Background: an optimization exercise with open tools, aiming at small area, a short achievable clock period and few clock cycles per item. Do not read the settings as production practice. No functional check of the RTL was part of any run shown here. Power and IR drop assume default switching activity.

--- flow/design.v ---
`timescale 1ns/100ps
package pool_pkg;
	typedef logic [16-1:0] word_t;
	typedef logic [16*16-1:0] atom_t;
	typedef logic [16+4-1:0] sum_t;
	typedef enum logic {
		POOL_MAX = 1'b0,	 
		POOL_AVE = 1'b1	 
	} pool_op_e;
	typedef struct packed {
		pool_op_e    op;
		logic [2:0]  win_shift;	 
		logic [15:0] n_windows;	 
	} pool_cfg_t;
endpackage
`timescale 1ns/100ps
module pool_engine (
	input  logic        clk,
	input  logic        rst,
	input  logic        i_start,
	input  logic [19:0] i_cfg,	 
	input  logic        i_in_valid,
	input  logic [15:0] i_in_data,
	output logic        o_in_credit,
	output logic        o_out_valid,
	output logic [15:0] o_out_data,
	input  logic        i_out_credit,
	output logic        o_busy,
	output logic        o_done
);
	logic        op_q;	 
	logic [2:0]  sh_q;	 
	logic [3:0]  mask_q;	 
	logic [15:0] rem_q;	 
	logic        rem1_q;	 
	logic [15:0] fifo_mem [4];
	logic [2:0]  wr_ptr;
	logic [2:0]  rd_ptr;
	logic        full;
	logic [3:0]  atom_q;	 
	logic        first_q;	 
	logic        last_q;	 
	logic        word0_q;	 
	logic [3:0]  chan_q;	 
	logic        ch15_q;	 
	logic [3:0]  since_q;	 
	logic        aligned_q;	 
	logic [2:0]  oc_q;	 
	logic        pop, win_end;
	logic [3:0]  atom_nx;
	logic [15:0] w_data;	 
	logic        w_last, w_final;
	logic [19:0] ring [16];
	logic [19:0] nxt;
	logic [15:0] mx;
	logic        s2_v, s2_final;
	assign full    = (wr_ptr[2] != rd_ptr[2]) && (wr_ptr[1:0] == rd_ptr[1:0]);
	assign pop     = (wr_ptr != rd_ptr) && (word0_q || aligned_q) && (!last_q || (oc_q != 3'd0));
	assign win_end = last_q && ch15_q;
	assign atom_nx = last_q ? 4'd0 : atom_q + 4'd1;
	always_ff @(posedge clk) begin
		for (int k = 0; k < 4; k++) begin
			if (!full && (wr_ptr[1:0] == 2'(k))) begin
				fifo_mem[k] <= i_in_data;
			end
		end
	end
	always_ff @(posedge clk or posedge rst) begin
		if (rst) begin
			op_q        <= 1'b0;
			sh_q        <= 3'd0;
			mask_q      <= 4'd0;
			rem_q       <= 16'd0;
			rem1_q      <= 1'b0;
			wr_ptr      <= 3'd0;
			rd_ptr      <= 3'd0;
			atom_q      <= 4'd0;
			first_q     <= 1'b1;
			last_q      <= 1'b1;
			word0_q     <= 1'b1;
			chan_q      <= 4'd0;
			ch15_q      <= 1'b0;
			aligned_q   <= 1'b0;
			oc_q        <= 3'd4;
			o_in_credit <= 1'b0;
			w_last      <= 1'b0;
			w_final     <= 1'b0;
			s2_v        <= 1'b0;
			s2_final    <= 1'b0;
			o_out_valid <= 1'b0;
			o_done      <= 1'b0;
			o_busy      <= 1'b0;
		end else begin
			if (i_in_valid) begin
				wr_ptr <= wr_ptr + 3'd1;
			end
			if (i_start && !o_busy) begin
				op_q   <= i_cfg[19];
				sh_q   <= i_cfg[19] ? i_cfg[18:16] : 3'd0;
				mask_q <= 4'((5'd1 << i_cfg[18:16]) - 5'd1);
				last_q <= (i_cfg[18:16] == 3'd0);
				rem_q  <= i_cfg[15:0];
				rem1_q <= (i_cfg[15:0] == 16'd1);
			end else if (pop && win_end) begin
				rem_q  <= rem_q - 16'd1;
				rem1_q <= (rem_q == 16'd2);
			end
			if (pop) begin
				rd_ptr  <= rd_ptr + 3'd1;
				chan_q  <= chan_q + 4'd1;
				ch15_q  <= (chan_q == 4'd14);
				word0_q <= win_end;
				if (ch15_q) begin
					atom_q  <= atom_nx;
					first_q <= last_q;
					last_q  <= (atom_nx == mask_q);
				end
			end
			aligned_q   <= pop || (since_q == 4'd15);
			oc_q        <= oc_q + {2'd0, i_out_credit} - {2'd0, pop && last_q};
			o_in_credit <= pop;
			w_last      <= pop && last_q;
			w_final     <= pop && win_end && rem1_q;
			s2_v        <= w_last;
			s2_final    <= w_final;
			o_out_valid <= s2_v;
			o_done      <= s2_final;
			if (i_start && !o_busy) begin
				o_busy <= 1'b1;
			end else if (s2_final) begin
				o_busy <= 1'b0;
			end
		end
	end
	assign mx  = (w_data > ring[15][15:0]) ? w_data : ring[15][15:0];
	assign nxt = op_q ? (ring[15] + {4'd0, w_data}) : {4'd0, mx};
	always_ff @(posedge clk) begin
		since_q  <= pop ? 4'd0 : since_q + 4'd1;
		w_data   <= pop ? fifo_mem[rd_ptr[1:0]] : 16'd0;
		ring[0]  <= nxt;
		for (int i = 1; i < 15; i++) begin
			ring[i] <= ring[i-1];
		end
		ring[15] <= (pop && first_q) ? 20'd0 : ring[14];
		o_out_data <= 16'(ring[0] >> sh_q);
	end
endmodule
--- flow/run.sh ---
#!/bin/bash
# synth_recipe.tcl (not shown) runs the flow's synth.tcl, then flattens the netlist and writes it again
# the make line also repeats each setting of config.mk as NAME=value (left out here)
make -C /OpenROAD-flow-scripts/flow DESIGN_CONFIG=/design/flow/config.mk WORK_HOME=/design/flow/orfs CLKGATE_MAP_FILE= SYNTH_SCRIPT=/design/flow/synth_recipe.tcl finish
--- flow/config.mk ---
export PLATFORM = sky130hd
export DESIGN_NAME = pool_engine
export DESIGN_NICKNAME = pool_engine
export VERILOG_FILES = /design/flow/design.v
export SDC_FILE = /design/flow/constraint.sdc
export NUM_CORES = 4
export LEC_CHECK = 0
export ABC_CLOCK_PERIOD_IN_PS = 2000
export CAP_MARGIN = 20
export CORE_MARGIN = 2
export CORE_UTILIZATION = 40
export SETUP_SLACK_MARGIN = 4.0
export SLEW_MARGIN = 20
--- flow/constraint.sdc ---
create_clock -name core_clock -period 6.0 [get_ports {clk}]
set_input_delay 1.2000 -clock core_clock [delete_from_list [all_inputs] [get_ports {clk}]]
set_output_delay 1.2000 -clock core_clock [all_outputs]
set_load 0.01 [all_outputs]
==> results of run 1 <==
==> logic make-up after synthesis <==
logic type | count (synthesis)
adders and majority gates | 51
and+or+nand+nor | 257
DFF | 475
muxes | 52
buffers and inverters | 85
xor gates and xnor gates | 47
AOI/OAI and AO/OA | 161
==> layer usage <==
| layer | GRT usage, % | vias up |
|---|---|---|
| li1 | - | 4188 |
| met1 | 18.6 | 4214 |
| met2 | 24.1 | 188 |
| met3 | 2.52 | 71 |
| met4 | 5.09 | 0 |
| met5 | 0 | - |
==> placed cells by master, fill, tap and decap left out, types with 13 or more instances in the layout <==
cell               n
dfxtp_1          330
nand2_1           79
edfxtp_1          64
nor2_1            63
buf_4             53
clkbuf_16         49
dfrtp_1           45
a21oi_1           42
mux2i_1           39
clkdlybuf4s50_1   37
buf_6             33
inv_1             32
o21ai_1           27
ha_1              27
xnor2_1           22
ha_4              17
dfxtp_2           17
a222oi_1          16
buf_2             16
inv_2             15
o21ai_0           15
xor2_1            14
nand3_1           13
==> repair_timing <==
item,in CTS,in global routing
resized for setup,206,135
cloned,3,3
endpoints found under the setup margin,132,158
pin swaps,36,61
buffers inserted,54,30
==> power groups by stage <==
stage | Combinational, W | Sequential [W] | Clock (W)
after global placement | 0.00196 | 0.00449 | 0
final | 0.00309 | 0.00447 | 0.00307
after detailed placement | 0.00197 | 0.00450 | 0
after global routing | 0.00331 | 0.00456 | 0.00327
after floorplan | 0.00148 | 0.00436 | 0
after CTS | 0.00262 | 0.00445 | 0.00314
==> worst min path at each step <==
stage                 start           end  slack [ps]
3_3_place_gp     ring[7][9]    ring[8][9]         310
5_1_grt        ring[10][16]  ring[11][16]         320
4_1_cts        ring[10][16]  ring[11][16]         310
2_1_floorplan    ring[9][0]   ring[10][0]         310
3_5_place_dp     ring[8][0]    ring[9][0]         310
6_report       ring[10][16]  ring[11][16]         310
==> flip-flops by register name (all words and copies together), names as in the netlist, 3 cells and up <==
signal      count
oc_q            3
fifo_mem       64
wr_ptr          3
atom_q          4
w_data         16
ring          320
o_out_data     16
mask_q          4
chan_q          4
since_q         4
rd_ptr          3
rem_q          16
sh_q            3
==> area by class of cell <==
type | count | area [µm²] | area share (%)
flip-flops and latches | 475 | 10500 | 54.9
multi-input cells | 572 | 4800 | 25.1
repair buffers | 149 | 1370 | 7.14
clock buffers | 62 | 1350 | 7.04
well taps | 468 | 586 | 3.06
clock inverters | 23 | 322 | 1.68
inverters | 52 | 216 | 1.13
==> per-stage QoR <==
stage / setup WS [ps] / hold WS [ps] / area [µm²] / power, W
2_1_floorplan: 3540 / 310 / 14800 / 0.00583
3_3_place_gp: 2870 / 310 / 15800 / 0.00645
3_5_place_dp: 2820 / 312 / 15800 / 0.00646
4_1_cts: 3570 / 309 / 18400 / 0.0102
5_1_grt: 3410 / 316 / 19100 / 0.0111
6_report: 3530 / 309 / 19100 / 0.0106
==> summary.md, run 1 <==
| Metric | Value |
|---|---|
| Net Switching | `0.00314 W` |
| Worst min-delay path class | `flop to flop` |
| Die area | `38,100 µm²` |
| Gpl congestion | `0.829` |
| Drt first pass iters | `5` |
| N_diodes | `0` |
| Routed length on met3 | `1140 µm` |
| Via count | `8,661` |
| Post-Synth Simple-Gate Area | `8.42%` |
| Initial antenna violation count | `0` |
| Final nets | `1,388` |
| Global-route wire length before repair | `43,600 µm` |
| Sw frac | `29.5%` |
| Crit path buffers/inverters | `9` |
| FF-to-FF End | `w_final` |
| Worst path arrival time | `2920 ps` |
| Status | `no timing/DRC/antenna violations` |
| Mapped Cells | `1,128` |
| Crit path to | `w_final` |
| Slew at the pin closest to its max-slew limit | `993 ps` |
| Initial drt markers | `432` |
| Clock network power share | `28.9%` |
| Met2 WL | `14,200 µm` |
| Critical Path Source Type | `flop` |
| Row cnt | `70` |
| Reg clk slew, reported paths | `70 ps` |
| Adder-cell area share of the yosys netlist | `4.46%` |
| Critical path fanouts, max | `2` |
| Endpoints failing setup | `0` |
| DP Cell Count | `1,626` |
| Lkg Pwr | `7.67 nW` |
| Tmin final | `2470 ps` |
| Detail Placement HPWL | `16,200 µm` |
| Yosys top cell area share | `48.7%` |
| CP endpoint kind | `flop` |
| Sequential power share | `42.0%` |
| WS Path Type | `flop to flop` |
| Worst Skew | `28.8 ps` |
| Sequential area share after synthesis | `71.3%` |
| M1 WL | `12,700 µm` |
| R2r setup slk | `3530 ps` |
| Total gr overflow | `0` |
| Worst r2r src | `last_q` |
| Cell family with most CP delay | `buffers and inverters` |
| Max-cap viol count | `0` |
| Die X | `195 µm` |
| Final Util | `52.6%` |
| Predominant post-synthesis flop cell | `dfxtp_1` |
| Unrepaired setup endpoints after global routing | `yes` |
| Final WL | `29,000 µm` |
| Clock latency on the worst-skew pair | `550 ps` |
| TritonCTS clock tree | `yes` |
| Async SR Flop Fraction | `11.6%` |
| CP startpoint | `last_q` |
| Largest net degree at the start of global routing | `56` |
| Syn Area/Cell | `13.0 µm²` |
| Setup TNS Final | `0 ps` |
| Routed length per placed instance | `16.1 µm` |
| Vias in the first global route | `8,484` |
| Worst path depth | `13` |
| Routed Antenna Nets | `0` |
| Drt via density | `4.81` |
| Relative slew slack | `33.8%` |
| Clock Tree Buf Depth | `3` |
| H-tree depth | `2` |
| Clk sink count | `475` |
| Fillers | `2,991` |
| Top cells by area, synth | `dfxtp_1 (49%), edfxtp_1 (13%), dfrtp_1 (8.7%)` |
| Flops & latches, synth | `475` |
| Most common cell in the synthesized netlist | `dfxtp_1` |
| Max incr delay on CP | `560 ps` |
| I/O pin count | `61` |
| Port Buffers | `60` |
| Root Buffer | `clkbuf_16` |
| Uppermost layer routed | `met4` |
| Cell Count, Final, Fillers Out | `1,801` |
| Hold bufs inserted after CTS | `0` |
| P&R area growth vs syn | `30.7%` |
| DRC errors left | `0` |
| Initial core utilization | `40.3%` |
| Yosys top cell by area | `dfxtp_1` |
| Pwr/cell area | `556 nW/µm²` |
| Combinational Power Share | `29.1%` |
| Hold Fails Final Rpt | `0` |
| Required time worst endpoint | `6440 ps` |
| CP dominant cell by count | `buf_6` |
| Synthesized Nets | `1,220` |
| Synth Area in Compound Gates | `7.00%` |
| Max VDD drop | `0.378 mV` |
| Total GRT Usage | `14.3%` |
| Vert. Die Dim | `195 µm` |
| Main combinational cell family by area after synthesis | `simple AND/OR/NAND/NOR gates` |
| Layout cells sized above 1 | `28.9%` |
| XOR/XNOR share of the synthesized area | `2.86%` |
| Int Pwr | `0.00750 W` |
| Unique masters post-synth | `62` |
| Multiplexer share of the synthesized area | `3.73%` |
| CP Cell Sequence | `or4b_4, o311ai_4, nor2_2, buf_4, buf_6, buf_6, buf_6, buf_6, buf_6, buf_6, buf_6, buf_6, and3_4` |
| Top post-synthesis cells by count | `dfxtp_1 (356), nand2_1 (89), nor2_1 (72)` |
| Slowest cell on crit path | `dfstp_2` |
| Post-synth EDFFs | `64` |
| Ratio of final minimum period to clock period | `41.2%` |
| Reg2Reg Depth | `13` |
| Synthesized area | `14,600 µm²` |
| CTS buffer count | `46` |
| Synthesis warning total | `3` |
| Fmax | `0.404 GHz` |
| Final Max Tran Viols | `0` |
| Core Area | `36,300 µm²` |
| Hold path depth | `0` |
==> run 2, diff against run 1 <==
--- a/flow/config.mk
+++ b/flow/config.mk
@@ -8,6 +8,6 @@
 export ABC_CLOCK_PERIOD_IN_PS = 2000
 export CAP_MARGIN = 20
 export CORE_MARGIN = 2
-export CORE_UTILIZATION = 40
+export CORE_UTILIZATION = 65
 export SETUP_SLACK_MARGIN = 4.0
 export SLEW_MARGIN = 20
==> summary.md, run 2 <==
| Metric | Value |
|---|---|
| Status | `no timing/DRC/antenna violations` |
| Synthesized Nets | `1,220 (unchanged)` |
| Most common cell after layout, fill and taps aside | `dfxtp_1` |
| Port Buffers | `60 (unchanged)` |
| Drt first pass iters | `5 (unchanged)` |
| Global-route wire length before repair | `43,300 µm (-0.74%)` |
| Tmin final | `2470 ps (-6.45 ps)` |
| Initial antenna violation count | `0 (unchanged)` |
| Top cells by area, synth | `dfxtp_1 (49%), edfxtp_1 (13%), dfrtp_1 (8.7%)` |
| Gpl congestion | `0.875 (+5.5%)` |
| Yosys top cell area share | `48.7% (unchanged)` |
| Setup TNS Final | `0 ps (unchanged)` |
| Drt via density | `5.37 (+12%)` |
| I/O pin count | `61 (unchanged)` |
| Slew at the pin closest to its max-slew limit | `1050 ps (+58.7 ps)` |
| Endpoints failing setup | `0 (unchanged)` |
| Syn Area/Cell | `13.0 µm² (unchanged)` |
| Final WL | `28,400 µm (-2.0%)` |
| Pwr/cell area | `554 nW/µm² (-0.38%)` |
| Most common cell in the synthesized netlist | `dfxtp_1` |
| Worst path arrival time | `2940 ps (+20 ps)` |
| Hold Fails Final Rpt | `0 (unchanged)` |
| N_diodes | `0 (unchanged)` |
| Worst Skew | `16.5 ps (-12.3 ps)` |
| Max reg flops | `320 (unchanged)` |
| Biggest register | `ring` |
| Clock latency on the worst-skew pair | `550 ps (about the same)` |
| P&R area growth vs syn | `24.5%` |
| Most frequent cells in the layout | `dfxtp_1 (328), nand2_1 (87), nor2_1 (65)` |
| Hold bufs inserted after CTS | `0 (unchanged)` |
| H-tree depth | `2 (unchanged)` |
| Total gr overflow | `0 (unchanged)` |
| Relative slew slack | `29.9% (-3.9 points)` |
| Initial core utilization | `66.6% (+26 points)` |
| Mapped Cells | `1,128 (unchanged)` |
| Die X | `154 µm (-21%)` |
| Fmax | `0.405 GHz (+0.26%)` |
| Top post-synthesis cells by count | `dfxtp_1 (356), nand2_1 (89), nor2_1 (72)` |
| CP endpoint kind | `flop` |
| Yosys top cell by area | `dfxtp_1` |
| Die area | `23,700 µm² (-38%)` |
| Critical path fanouts, max | `3 (+1)` |
| Clock Tree Buf Depth | `3 (unchanged)` |
| Unique masters post-synth | `62 (unchanged)` |
| Worst min-delay path class | `flop to flop` |
| Total GRT Usage | `23.2% (+8.9 points)` |
| DRC errors left | `0 (unchanged)` |
| Initial drt markers | `445 (+3.0%)` |
| Vert. Die Dim | `154 µm (-21%)` |
| Async SR Flop Fraction | `11.6% (unchanged)` |
| Root Buffer | `clkbuf_16` |
| Synthesis warning total | `3 (unchanged)` |
| TritonCTS clock tree | `yes` |
| Clk sink count | `475 (unchanged)` |
| Max VDD drop | `0.514 mV (+36%)` |
| Layout cells sized above 1 | `24.3% (-4.6 points)` |
| Post-synth EDFFs | `64 (unchanged)` |
| CTS buffer count | `43 (-6.5%)` |
| Sequential area share after synthesis | `71.3% (unchanged)` |
| Final Max Tran Viols | `0 (unchanged)` |
| WS Path Type | `flop to flop` |
| Largest net degree at the start of global routing | `56 (unchanged)` |
| Via count | `8,518 (-1.7%)` |
| Routed length per placed instance | `17.9 µm (+11%)` |
| Row cnt | `54 (-23%)` |
| Top flop regs | `ring: 320 flops, fifo_mem: 64 flops` |
| Unrepaired setup endpoints after global routing | `yes` |
| Vias in the first global route | `8,330 (-1.8%)` |
| Critical Path Source Type | `flop` |
| Synthesized area | `14,600 µm² (unchanged)` |
| Core Area | `22,000 µm² (-40%)` |
| Flops & latches, synth | `475 (unchanged)` |
| Final nets | `1,364 (-1.7%)` |
| Reg clk slew, reported paths | `70 ps (about the same)` |
| Detail Placement HPWL | `15,900 µm (-2.4%)` |
| Required time worst endpoint | `6470 ps (+30 ps)` |
| Routed Antenna Nets | `0 (unchanged)` |
| Lkg Pwr | `7.40 nW (-3.6%)` |
| Min Hold Slack | `319 ps (+10.2 ps)` |
| Predominant post-synthesis flop cell | `dfxtp_1` |
| Ratio of final minimum period to clock period | `41.1% (-0.11 points)` |
| Max-cap viol count | `0 (unchanged)` |
-- run 2: critical path, cell delays in order, from the launching register on --
cell and delay (ps):
dfstp_2 550, or4b_4 490, o311ai_4 100, nor2_2 80, ha_1 270, inv_1 60, ha_2 170, inv_2 40
fa_2 360, xnor2_2 150, xnor2_1 140
-- run 2: metrics by stage --
stage / util, % / area [µm²] / setup WS [ps] / power, W / std cells
global placement: 71.1 / 15600 / 2850 / 0.00639 / 1438
floorplan: - / 14800 / 3540 / 0.00583 / 1128
global route: 83.0 / 18200 / 3420 / 0.0105 / 1587
detailed placement: 71.1 / 15600 / 2800 / 0.00643 / 1438
CTS: 80.8 / 17700 / 3570 / 0.00986 / 1559
finish: 83.0 / 18200 / 3530 / 0.0101 / 1587
-- run 2: metal layers --
layer	GRT usage [%]	up-vias	share of wire (%)
li1	-	4140	-
met4	8.19	0	3.8
met3	4.71	68	4.8
met5	0	-	0
met2	38.7	216	49
met1	30.5	4094	43
-- run 2: final timing paths --
kind | startpoint | to | slack (ps) | cells after the start
min in group asynchronous | rst | rem_q[15] | 1230 | 3
max in group asynchronous | rst | sh_q[1] | 4290 | 3
max reg2reg | last_q | oc_q[2] | 3530 | 10
min | ring[3][2] | ring[4][2] | 320 | 0
max | last_q | oc_q[2] | 3530 | 10
min reg2reg | ring[3][2] | ring[4][2] | 320 | 0
-- run 2: kinds of logic (layout without fill, tap and decap cells) --
group	count (synthesis)	in the layout	synth area share (%)
simple gates	257	257	8.42
xor+xnor	47	47	2.86
compound gates	161	162	7.00
mux	52	52	3.73
flops	475	475	71.3
buf+inv	85	263	2.22
fa+ha+maj	51	51	4.46
-- run 2: final cells by class --
| class | instances | area (µm²) |
|---|---|---|
| clock buffers | 61 | 1270 |
| clock inverters | 19 | 228 |
| fillers | 1107 | 3740 |
| inverters | 52 | 216 |
| multi-input cells | 569 | 4550 |
| flip-flops and latches | 475 | 10500 |
| well taps | 280 | 350 |
| repair buffers | 131 | 1120 |
-- run 2: power by group --
part / internal, W / switching, W / total, W
logic: 0.00136 / 0.00144 / 0.00280
registers: 0.00407 / 0.000414 / 0.00449
clock network: 0.00163 / 0.00117 / 0.00281
total: 0.00707 / 0.00303 / 0.0101
-- run 2: repair_timing --
item	in CTS	in global routing
setup buffers	39	28
endpoints found under the setup margin	113	162
pin swaps	34	37
resized for setup	179	63
gates cloned	2	0
==> run 3, diff against run 2 <==
--- a/flow/config.mk
+++ b/flow/config.mk
@@ -9,5 +9,8 @@
 export CAP_MARGIN = 20
 export CORE_MARGIN = 2
 export CORE_UTILIZATION = 65
+export CTS_BUF_LIST = sky130_fd_sc_hd__clkbuf_8 sky130_fd_sc_hd__clkbuf_16
+export CTS_CLUSTER_DIAMETER = 40
+export CTS_CLUSTER_SIZE = 20
 export SETUP_SLACK_MARGIN = 4.0
 export SLEW_MARGIN = 20
==> summary.md, run 3 <==
| Metric | Value |
|---|---|
| Status | `no timing/DRC/antenna violations` |
| Total gr overflow | `0 (unchanged)` |
| Die X | `154 µm (unchanged)` |
| DRC errors left | `0 (unchanged)` |
| I/O pin count | `61 (unchanged)` |
| Global-route wire length before repair | `44,800 µm (+3.7%)` |
| Synthesized Nets | `1,220 (unchanged)` |
| Predominant post-synthesis flop cell | `dfxtp_1` |
| Hold EP | `ring[2][17]` |
| Mapped Cells | `1,128 (unchanged)` |
| Lkg Pwr | `7.56 nW (+2.3%)` |
| Detail Placement HPWL | `15,900 µm (unchanged)` |
| Top cells by area, synth | `dfxtp_1 (49%), edfxtp_1 (13%), dfrtp_1 (8.7%)` |
| Layout cells sized above 1 | `29.5% (+5.2 points)` |
| Finished layout cell area | `18,800 µm² (+3.1%)` |
| Final nets | `1,382 (+1.3%)` |
| Most frequent cells in the layout | `dfxtp_1 (325), nand2_1 (78), edfxtp_1 (64)` |
| Total GRT Usage | `24.0% (+0.76 points)` |
| Max incr delay on CP | `560 ps (about the same)` |
| Die area | `23,700 µm² (unchanged)` |
| Worst path arrival time | `2990 ps (+50 ps)` |
| Most common cell in the synthesized netlist | `dfxtp_1` |
| Min Hold Slack | `317 ps (-2.16 ps)` |
| N_diodes | `0 (unchanged)` |
| Sequential area share after synthesis | `71.3% (unchanged)` |
| Hold bufs inserted after CTS | `0 (unchanged)` |
| Unique masters post-synth | `62 (unchanged)` |
| WS Path Type | `flop to flop` |
| Synthesized area | `14,600 µm² (unchanged)` |
| Clock Tree Buf Depth | `3 (unchanged)` |
| Slowest cell on crit path | `dfstp_2` |
| Top post-synthesis cells by count | `dfxtp_1 (356), nand2_1 (89), nor2_1 (72)` |
| H-tree depth | `2 (unchanged)` |
| P&R area growth vs syn | `28.3%` |
| Fmax | `0.397 GHz (-2.0%)` |
| Ratio of final minimum period to clock period | `41.9% (+0.82 points)` |
| Hold path start | `ring[1][17]` |
| Top flop regs | `ring: 320 flops, fifo_mem: 64 flops` |
| Yosys top cell by area | `dfxtp_1` |
| CP endpoint kind | `flop` |
| Routed length per placed instance | `19.4 µm (+8.7%)` |
| Root Buffer | `clkbuf_16` |
| Worst Skew | `18.6 ps (+2.05 ps)` |
| Flops & latches, synth | `475 (unchanged)` |
| Fillers | `976 (-12%)` |
| Final WL | `31,100 µm (+9.7%)` |
| Reg2Reg Depth | `10 (unchanged)` |
| Cell Count, Final, Fillers Out | `1,601 (+0.88%)` |
| Core Area | `22,000 µm² (unchanged)` |
| Initial drt markers | `552 (+24%)` |
| Hold Fails Final Rpt | `0 (unchanged)` |
| Hold path depth | `0 (unchanged)` |
| Pwr/cell area | `552 nW/µm² (-0.33%)` |
| Row cnt | `54 (unchanged)` |
| Max VDD drop | `0.571 mV (+11%)` |
| Required time worst endpoint | `6470 ps (about the same)` |
| Via count | `8,862 (+4.0%)` |
| Tmin final | `2520 ps (+49.2 ps)` |
| Critical path fanouts, max | `3 (unchanged)` |
| CP startpoint | `last_q` |
| Port Buffers | `60 (unchanged)` |
| Synthesis warning total | `3 (unchanged)` |
| TritonCTS clock tree | `yes` |
| Post-synth EDFFs | `64 (unchanged)` |
| Worst r2r src | `last_q` |
| Initial antenna violation count | `0 (unchanged)` |
| Worst min-delay path class | `flop to flop` |
| Endpoints failing setup | `0 (unchanged)` |
| Vias in the first global route | `8,708 (+4.5%)` |
| Drt via density | `5.54 (+3.1%)` |
| FF-to-FF End | `oc_q[2]` |
| Largest net degree at the start of global routing | `56 (unchanged)` |
| Gpl congestion | `0.875 (unchanged)` |
| Syn Area/Cell | `13.0 µm² (unchanged)` |
| Dpl cell area | `15,600 µm² (unchanged)` |
| Async SR Flop Fraction | `11.6% (unchanged)` |
| Critical Path Source Type | `flop` |
| Unrepaired setup endpoints after global routing | `yes` |
| DP Cell Count | `1,438 (unchanged)` |
| CTS buffer count | `41 (-4.7%)` |
| Most common cell after layout, fill and taps aside | `dfxtp_1` |
| Slew at the pin closest to its max-slew limit | `1090 ps (+40.9 ps)` |
| Relative slew slack | `27.2% (-2.7 points)` |
| Setup WS pre-CTS | `2800 ps (unchanged)` |
| Drt first pass iters | `5 (unchanged)` |
| Final Max Tran Viols | `0 (unchanged)` |
| Initial core utilization | `66.6% (unchanged)` |
| Yosys top cell area share | `48.7% (unchanged)` |
| Clock latency on the worst-skew pair | `550 ps (about the same)` |
| Max-cap viol count | `0 (unchanged)` |
| Vert. Die Dim | `154 µm (unchanged)` |
| Reg clk slew, reported paths | `70 ps (about the same)` |
| Clk sink count | `475 (unchanged)` |
| R2r setup slk | `3480 ps (-50 ps)` |
| Routed Antenna Nets | `0 (unchanged)` |
| Max reg flops | `320 (unchanged)` |
| Setup TNS Final | `0 ps (unchanged)` |
| PnR worst setup slack | `3480 ps (-49.2 ps)` |
| Biggest register | `ring` |
| CP Cell Sequence | `or4b_4, o311ai_4, nor2_2, ha_1, inv_1, ha_2, inv_2, fa_2, xnor2_2, xnor2_1` |
## run 3: cell counts after synthesis
No cell type changed its count.
## run 3: worst max-delay path: cells and delay by family (launching register included)
family,cells,cell delay [ps]
AO/OA/AOI/OAI,1,90
XOR/XNOR,2,300
adder cells (fa/ha/maj),3,800
buffers and inverters,2,110
flip-flops,1,560
AND/OR/NAND/NOR,2,570
## run 3: how the worst max path moves through the flow
stage	depth (start not counted)	end	slack, ps
2_1_floorplan	10	oc_q[2]	3540
3_3_place_gp	8	rem_q[14]	2850
3_5_place_dp	8	rem_q[14]	2800
4_1_cts	10	oc_q[2]	3570
6_report	10	oc_q[2]	3480
5_1_grt	10	oc_q[2]	3410
## run 3: area by class of cell
type / instances / area [µm²] / area share, %
Clock buffer: 45 / 1090 / 5.82
Tap cell: 280 / 350 / 1.87
Clock inverter: 29 / 348 / 1.85
Sequential cell: 475 / 10500 / 55.8
Timing Repair Buffer: 148 / 1410 / 7.52
Inverter: 52 / 224 / 1.19
Multi-Input combinational cell: 572 / 4870 / 25.9
## run 3: cell families after synthesis
kind of cell             count (synthesis)  share of synthesized area [%]
XOR/XNOR                                47                           2.86
flip-flops                             475                           71.3
AO/OA/AOI/OAI                          161                           7.00
AND/OR/NAND/NOR                        257                           8.42
buffers and inverters                   85                           2.22
adder cells (fa/ha/maj)                 51                           4.46
multiplexers                            52                           3.73
## run 3: metal layers
layer | up-vias | global-route usage (%) | share of wire (%)
li1 | 4178 | - | -
met1 | 4314 | 30.8 | 41
met2 | 276 | 40.6 | 50
met3 | 94 | 3.95 | 4.8
met4 | 0 | 10.1 | 4.8
met5 | - | 0 | 0
## run 3: power by group
group | switching, W | leakage, nW | internal, W
sequential | 0.000447 | 4.17 | 0.00407
combinational | 0.00161 | 2.70 | 0.00153
clock | 0.00127 | 0.696 | 0.00144
## run 3: metrics by stage
step | total power, W | utilization (%)
after detailed placement | 0.00643 | 71.1
after CTS | 0.00985 | 82.3
after floorplan | 0.00583 | -
final | 0.0104 | 85.5
after global routing | 0.0108 | 85.5
after global placement | 0.00639 | 71.1
## run 3: timing repair
item | in CTS | in global routing
pin swaps | 67 | 63
endpoints found under the setup margin | 116 | 175
setup buffers | 62 | 22
endpoints found under the hold margin | 0 | 0
resized for setup | 241 | 120
cloned | 2 | 3

static timing again, ports no longer ideal:
In the flow no input, the clock included, has a driving cell. The finished layouts below were timed again as built, in two steps.
Step 1 (the two cells are an assumption about what drives the block):
set clk [get_ports {clk}]
set_driving_cell -lib_cell sky130_fd_sc_hd__clkbuf_16 $clk
set_driving_cell -lib_cell sky130_fd_sc_hd__buf_2 [delete_from_list [all_inputs] $clk]
Step 2 also shifts input and output timing later by t, the mid clock arrival at the registers, as if the neighbouring blocks saw the same clock.
Three values: ideal ports, drivers, drivers and shift; two values: the first two.
run | t (ns) | slack for setup (ns) | hold slack, ns | latest minus earliest clock arrival (ns) | cell pins on the clock port's net
run 1 | 0.593 | 3.526 / 3.526 / 3.417 | 0.309 / 0.309 / 0.309 | 0.029 / 0.029 | 1
run 2 | 0.594 | 3.533 / 3.533 / 3.353 | 0.319 / 0.319 / 0.319 | 0.018 / 0.018 | 1
run 3 | 0.594 | 3.483 / 3.483 / 3.344 | 0.317 / 0.317 / 0.317 | 0.020 / 0.020 | 1
After both steps every run listed still meets setup and hold. For run 2, which loses most, drivers alone change the setup slack by 0.000 ns; drivers and shift together by -0.180 ns.
